Background: an optimization exercise with open tools, aiming at small area and a short achievable clock period. Do not read the settings as production practice. RTL that was checked went through simulation tests only; none was proved equivalent to the original. Power and IR drop assume default switching activity.

==> inputs of yarrow <==
==> flow/design.v <==
package types_pkg;
  typedef enum logic [1:0] {
    IDLE    = 2'd0,
    WAIT    = 2'd1,
    RESPOND = 2'd2
  } mem_resp_state_t;
  localparam int MEM_RESP_WAIT_DEFAULT = 2;
  localparam int MEM_RESP_DATA_W       = 16;
  localparam int MEM_RESP_ADDR_W       = 16;
  function automatic logic mem_resp_in_range(input logic [MEM_RESP_ADDR_W-1:0] addr,
                                             input int addr_bits);
    mem_resp_in_range = ((addr >> addr_bits) == {MEM_RESP_ADDR_W{1'b0}});
  endfunction
endpackage
module mem_resp_array
#(
  parameter int DATA_W = types_pkg::MEM_RESP_DATA_W
) (
  input  logic              clk,
  input  logic [7:0]        sel_hi,
  input  logic [7:0]        sel_lo,
  input  logic              wen,      
  input  logic              clr_n,    
  input  logic [DATA_W-1:0] wdata,
  input  logic              rslot,    
  output logic [DATA_W-1:0] rdata
);
  localparam int RINGS = 64;
  logic [DATA_W-1:0] s0_q [RINGS];
  logic [DATA_W-1:0] s1_q [RINGS];
  logic [DATA_W-1:0] s2_q [RINGS];
  logic [DATA_W-1:0] s3_q [RINGS];
  logic [DATA_W-1:0] tap  [RINGS];
  logic [7:0]        lo0, lo2, lo_w;
  assign lo0  = sel_lo & {8{~rslot}};
  assign lo2  = sel_lo & {8{rslot}};
  assign lo_w = sel_lo & {8{wen}};
  for (genvar r = 0; r < RINGS; r++) begin : g_ring
    logic we, hold;
    assign we   = sel_hi[r / 8] & lo_w[r % 8];
    assign hold = clr_n & ~we;
    always_ff @(posedge clk) begin
      s0_q[r] <= ({DATA_W{we}} & wdata) | ({DATA_W{hold}} & s3_q[r]);
      s1_q[r] <= s0_q[r];
      s2_q[r] <= s1_q[r];
      s3_q[r] <= s2_q[r];
    end
    assign tap[r] = ({DATA_W{sel_hi[r / 8] & lo0[r % 8]}} & s0_q[r]) |
                    ({DATA_W{sel_hi[r / 8] & lo2[r % 8]}} & s2_q[r]);
  end
  always_comb begin
    rdata = '0;
    for (int r = 0; r < RINGS; r++) rdata = rdata | tap[r];
  end
endmodule
module mem_responder
#(
  parameter int WAIT_CYCLES = types_pkg::MEM_RESP_WAIT_DEFAULT,
  parameter int ADDR_BITS   = 8
) (
  input  logic        clk,
  input  logic        rst,
  input  logic        req_valid,
  input  logic        req_write,
  input  logic [15:0] req_addr,
  input  logic [15:0] req_wdata,
  input  logic        halt_sys,
  output logic        req_ready,
  output logic        rsp_valid,
  output logic [15:0] rsp_rdata,
  output logic        busy,
  output logic        stall
);
  logic        busy_q, rsp_q, w1_q;
  logic [1:0]  ph_q;        
  logic [3:0]  clr_q;       
  logic        wr_q, wpend_q;
  logic [1:0]  slot_q;      
  logic [7:0]  hi_q, lo_q;  
  logic [15:0] rdata_q;
  logic        accept, land, capture, fresh;
  logic [7:0]  hi_d, lo_d;
  logic [15:0] tap_data;
  assign busy      = busy_q;
  assign rsp_valid = rsp_q;
  assign req_ready = !busy_q && !halt_sys && !rst;
  assign accept    = req_valid && req_ready;
  assign stall     = req_valid && !req_ready;
  assign rsp_rdata = rdata_q;
  assign land    = wpend_q && (slot_q == 2'd3);
  assign capture = !wr_q && busy_q && !rsp_q && !slot_q[0];
  assign fresh   = slot_q[1] ? clr_q[2] : clr_q[0];
  always_comb begin
    hi_d = '0;
    lo_d = '0;
    hi_d[req_addr[7:5]] = 1'b1;
    lo_d[req_addr[4:2]] = 1'b1;
  end
  always_ff @(posedge clk or posedge rst) begin
    if (rst) begin
      busy_q  <= 1'b0;
      rsp_q   <= 1'b0;
      w1_q    <= 1'b0;
      ph_q    <= 2'd0;
      clr_q   <= 4'd0;
      wpend_q <= 1'b0;
    end else begin
      busy_q  <= accept || (busy_q && !rsp_q);
      w1_q    <= accept;
      rsp_q   <= busy_q && !w1_q && !rsp_q;
      ph_q    <= ph_q + 2'd1;
      clr_q   <= {clr_q[2:0], 1'b1};
      wpend_q <= (accept && req_write) || (wpend_q && !land);
    end
  end
  always_ff @(posedge clk) begin
    slot_q <= accept ? req_addr[1:0] + ph_q + 2'd1 : slot_q + 2'd1;
    if (accept) begin
      wr_q <= req_write;
      hi_q <= hi_d;
      lo_q <= lo_d;
    end
    if (accept)       rdata_q <= req_wdata;
    else if (capture) rdata_q <= fresh ? tap_data : 16'h0000;
  end
  mem_resp_array #(
    .DATA_W(16)
  ) u_array (
    .clk   (clk),
    .sel_hi(hi_q),
    .sel_lo(lo_q),
    .wen   (land),
    .clr_n (clr_q[3]),
    .wdata (rdata_q),
    .rslot (slot_q[1]),
    .rdata (tap_data)
  );
endmodule
==> flow/run.sh <==
#!/bin/bash
# synth_recipe.tcl (not shown) runs the flow's synth.tcl, then flattens the netlist and writes it again
# the make line also repeats each setting of config.mk as NAME=value (left out here)
make -C /OpenROAD-flow-scripts/flow DESIGN_CONFIG=/design/flow/config.mk WORK_HOME=/design/flow/orfs CLKGATE_MAP_FILE= SYNTH_SCRIPT=/design/flow/synth_recipe.tcl finish
==> flow/config.mk <==
export PLATFORM = sky130hd
export DESIGN_NAME = mem_responder
export DESIGN_NICKNAME = mem_responder
export VERILOG_FILES = /design/flow/design.v
export SDC_FILE = /design/flow/constraint.sdc
export NUM_CORES = 8
export LEC_CHECK = 0
export CAP_MARGIN = 20
export CORE_MARGIN = 2
export CORE_UTILIZATION = 40
export SETUP_SLACK_MARGIN = 3.0
export SLEW_MARGIN = 20
==> flow/constraint.sdc <==
create_clock -name core_clock -period 6.0 [get_ports {clk}]
set_input_delay 1.2000 -clock core_clock [delete_from_list [all_inputs] [get_ports {clk}]]
set_output_delay 1.2000 -clock core_clock [all_outputs]
set_load 0.01 [all_outputs]
==> pepper: changes against yarrow <==
==> flow/design.v, changed modules only <==
module mem_resp_array
#(
  parameter int DATA_W = types_pkg::MEM_RESP_DATA_W
) (
  input  logic              clk,
  input  logic [7:0]        lo,
  input  logic [7:0]        rd0,
  input  logic [7:0]        rd2,
  input  logic [7:0]        wr,
  input  logic              clr_n,    
  input  logic [DATA_W-1:0] wdata,
  output logic [DATA_W-1:0] rdata
);
  localparam int RINGS = 64;
  logic [DATA_W-1:0] s0_q  [RINGS];
  logic [DATA_W-1:0] s1_q  [RINGS];
  logic [DATA_W-1:0] s2_q  [RINGS];
  logic [DATA_W-1:0] s3_q  [RINGS];
  logic [DATA_W-1:0] s0_d  [RINGS];
  logic [RINGS-1:0]  t0, t2;
  logic [DATA_W-1:0] or4   [16];       
  logic [DATA_W-1:0] or8_n [8];        
  logic [DATA_W-1:0] or16  [4];        
  logic [DATA_W-1:0] or32_n [2];       
  for (genvar r = 0; r < RINGS; r++) begin : g_ring
    logic we, hold;
    assign we   = wr[r / 8] & lo[r % 8];
    assign hold = clr_n & ~we;
    assign t0[r] = rd0[r / 8] & lo[r % 8];
    assign t2[r] = rd2[r / 8] & lo[r % 8];
    always_ff @(posedge clk) begin
      s0_q[r] <= s0_d[r];
      s1_q[r] <= s0_q[r];
      s2_q[r] <= s1_q[r];
      s3_q[r] <= s2_q[r];
    end
    for (genvar b = 0; b < DATA_W; b++) begin : g_bit
      mem_resp_ao22 u_entry (
        .a1(we), .a2(wdata[b]), .b1(hold), .b2(s3_q[r][b]), .y(s0_d[r][b])
      );
    end
  end
  for (genvar b = 0; b < DATA_W; b++) begin : g_tree
    for (genvar i = 0; i < 16; i++) begin : g_l2
      mem_resp_tap4 u_g (
        .t0(t0[4*i+3:4*i]), .t2(t2[4*i+3:4*i]),
        .a({s0_q[4*i+3][b], s0_q[4*i+2][b], s0_q[4*i+1][b], s0_q[4*i][b]}),
        .b({s2_q[4*i+3][b], s2_q[4*i+2][b], s2_q[4*i+1][b], s2_q[4*i][b]}),
        .y(or4[i][b])
      );
    end
    for (genvar i = 0; i < 8; i++) begin : g_l3
      mem_resp_nor2 u_g (.a(or4[2*i][b]), .b(or4[2*i+1][b]), .y(or8_n[i][b]));
    end
    for (genvar i = 0; i < 4; i++) begin : g_l4
      mem_resp_nand2 u_g (.a(or8_n[2*i][b]), .b(or8_n[2*i+1][b]), .y(or16[i][b]));
    end
    for (genvar i = 0; i < 2; i++) begin : g_l5
      mem_resp_nor2 u_g (.a(or16[2*i][b]), .b(or16[2*i+1][b]), .y(or32_n[i][b]));
    end
    mem_resp_nand2 u_l6 (.a(or32_n[0][b]), .b(or32_n[1][b]), .y(rdata[b]));
  end
endmodule
module mem_resp_ao22 (
  input  logic a1, a2, b1, b2,
  output logic y
);
  assign y = (a1 & a2) | (b1 & b2);
endmodule
module mem_resp_tap4 (
  input  logic [3:0] t0, t2, a, b,
  output logic       y
);
  assign y = |((t0 & a) | (t2 & b));
endmodule
module mem_resp_nand2 (
  input  logic a, b,
  output logic y
);
  assign y = ~(a & b);
endmodule
module mem_resp_nor2 (
  input  logic a, b,
  output logic y
);
  assign y = ~(a | b);
endmodule
module mem_responder
#(
  parameter int WAIT_CYCLES = types_pkg::MEM_RESP_WAIT_DEFAULT,
  parameter int ADDR_BITS   = 8
) (
  input  logic        clk,
  input  logic        rst,
  input  logic        req_valid,
  input  logic        req_write,
  input  logic [15:0] req_addr,
  input  logic [15:0] req_wdata,
  input  logic        halt_sys,
  output logic        req_ready,
  output logic        rsp_valid,
  output logic [15:0] rsp_rdata,
  output logic        busy,
  output logic        stall
);
  logic        busy_q, rsp_q, w1_q;
  logic [1:0]  ph_q;        
  logic [3:0]  clr_q;       
  logic        write_q;     
  logic        wpend_q;     
  logic        cap_q;       
  logic [7:0]  rd0_q, rd2_q, wr_q;
  logic [1:0]  slot_q;      
  logic [7:0]  hi_q, lo_q;  
  logic [15:0] rdata_q;
  logic        accept, land;
  logic        rd_d, cap_d, rd0_d, rd2_d, wpend_d, wr_d;
  logic [1:0]  slot_d;
  logic [7:0]  hi_d, lo_d, hi_n;
  logic [15:0] tap_data;
  assign busy      = busy_q;
  assign rsp_valid = rsp_q;
  assign req_ready = !busy_q && !halt_sys && !rst;
  assign accept    = req_valid && req_ready;
  assign stall     = req_valid && !req_ready;
  assign rsp_rdata = rdata_q;
  assign land    = |wr_q;
  assign slot_d  = accept ? req_addr[1:0] + ph_q : slot_q + 2'd1;
  assign rd_d    = (accept && !req_write) || (w1_q && !write_q);
  assign cap_d   = rd_d && !slot_d[0];
  assign rd0_d   = cap_d && !slot_d[1];
  assign rd2_d   = cap_d && slot_d[1] && clr_q[1];
  assign wpend_d = (accept && req_write) || (wpend_q && !land);
  assign wr_d    = wpend_d && (slot_d == 2'd3);
  always_comb begin
    hi_d = '0;
    lo_d = '0;
    hi_d[req_addr[7:5]] = 1'b1;
    lo_d[req_addr[4:2]] = 1'b1;
  end
  assign hi_n = accept ? hi_d : hi_q;
  always_ff @(posedge clk or posedge rst) begin
    if (rst) begin
      busy_q  <= 1'b0;
      rsp_q   <= 1'b0;
      w1_q    <= 1'b0;
      ph_q    <= 2'd1;
      clr_q   <= 4'd0;
      wpend_q <= 1'b0;
      cap_q   <= 1'b0;
      wr_q    <= '0;
      rd0_q   <= '0;
      rd2_q   <= '0;
    end else begin
      busy_q  <= accept || (busy_q && !rsp_q);
      w1_q    <= accept;
      rsp_q   <= busy_q && !w1_q && !rsp_q;
      ph_q    <= ph_q + 2'd1;
      clr_q   <= {clr_q[2:0], 1'b1};
      wpend_q <= wpend_d;
      cap_q   <= cap_d;
      wr_q    <= hi_n & {8{wr_d}};
      rd0_q   <= hi_n & {8{rd0_d}};
      rd2_q   <= hi_n & {8{rd2_d}};
    end
  end
  always_ff @(posedge clk) begin
    slot_q <= slot_d;
    if (accept) begin
      write_q <= req_write;
      hi_q    <= hi_d;
      lo_q    <= lo_d;
    end
    if (accept)     rdata_q <= req_wdata;
    else if (cap_q) rdata_q <= tap_data;
  end
  mem_resp_array #(
    .DATA_W(16)
  ) u_array (
    .clk   (clk),
    .lo    (lo_q),
    .rd0   (rd0_q),
    .rd2   (rd2_q),
    .wr    (wr_q),
    .clr_n (clr_q[3]),
    .wdata (rdata_q),
    .rdata (tap_data)
  );
endmodule
--- a/flow/config.mk
+++ b/flow/config.mk
@@ -7,6 +7,10 @@
 export LEC_CHECK = 0
 export CAP_MARGIN = 20
 export CORE_MARGIN = 2
-export CORE_UTILIZATION = 40
+export CORE_UTILIZATION = 65
+export CTS_CLUSTER_DIAMETER = 100
+export CTS_CLUSTER_SIZE = 30
 export SETUP_SLACK_MARGIN = 3.0
 export SLEW_MARGIN = 20
+export SYNTH_HIERARCHICAL = 1
+export SYNTH_MINIMUM_KEEP_SIZE = 0
==> results.txt <==
Status: timing/DRC/antenna clean
Slew at the pin closest to its max-slew limit: 1.16 ns
Crit path launch: hi_q[4]$_DFFE_PP_
Synth Area in Simple Gates: 9.21%
Pin count of the biggest net entering global routing: 161
Multiplexer area fraction after synthesis: 4.05%
FFs & Latches: 4141
Clock buffer count from CTS: 396
Routed WL per cell: 27.8 um
Sequential power share: 47.0%
Synth Area in XOR/XNOR: 0.0230%
Post-synth EDFFs: 33
The numbers above come from yarrow.

==> results.txt <==
Status: timing/DRC/antenna clean
FFs & Latches: 4166
Multiplexer area fraction after synthesis: 0%
Pin count of the biggest net entering global routing: 41
Post-synth EDFFs: 25
Synth Area in XOR/XNOR: 0.0626%
Slew at the pin closest to its max-slew limit: 1.06 ns
Register area share after synthesis: 79.1%
Crit path launch: lo_q[6]$_DFFE_PN_
Synth Area in Simple Gates: 3.95%
Clock buffer count from CTS: 156
The numbers above come from pepper.

Function not checked in yarrow: the RTL went through the layout flow alone.

separate check: timing with driven ports:
How much do the figures lean on ideal ports? The routed layouts below were timed once more, with nothing changed but the port constraints. Step 1 sets driving cells, clkbuf_16 on the clock port and buf_2 on the other inputs (assumed; they add their load-dependent delay and slew). Step 2 also shifts input and output timing later by t, the mid clock arrival at the registers, as if the neighbouring blocks saw the same clock. a / b / c = ideal / step 1 / step 2; a / b = the first two.
run	shift t [ns]	setup slack, ns	hold slack, ns	worst setup path at the end	worst register clock-pin slew, ns
yarrow	0.997	2.596 / 2.596 / 2.330	0.276 / 0.215 / 0.276	input to register	0.07 / 0.07
pepper	0.899	2.991 / 2.955 / 2.472	0.321 / 0.321 / 0.321	input to register	0.12 / 0.12
After both steps every run listed still meets setup and hold. The setup slack of pepper, which loses most, moves by -0.036 ns with the drivers and by -0.519 ns with both steps.
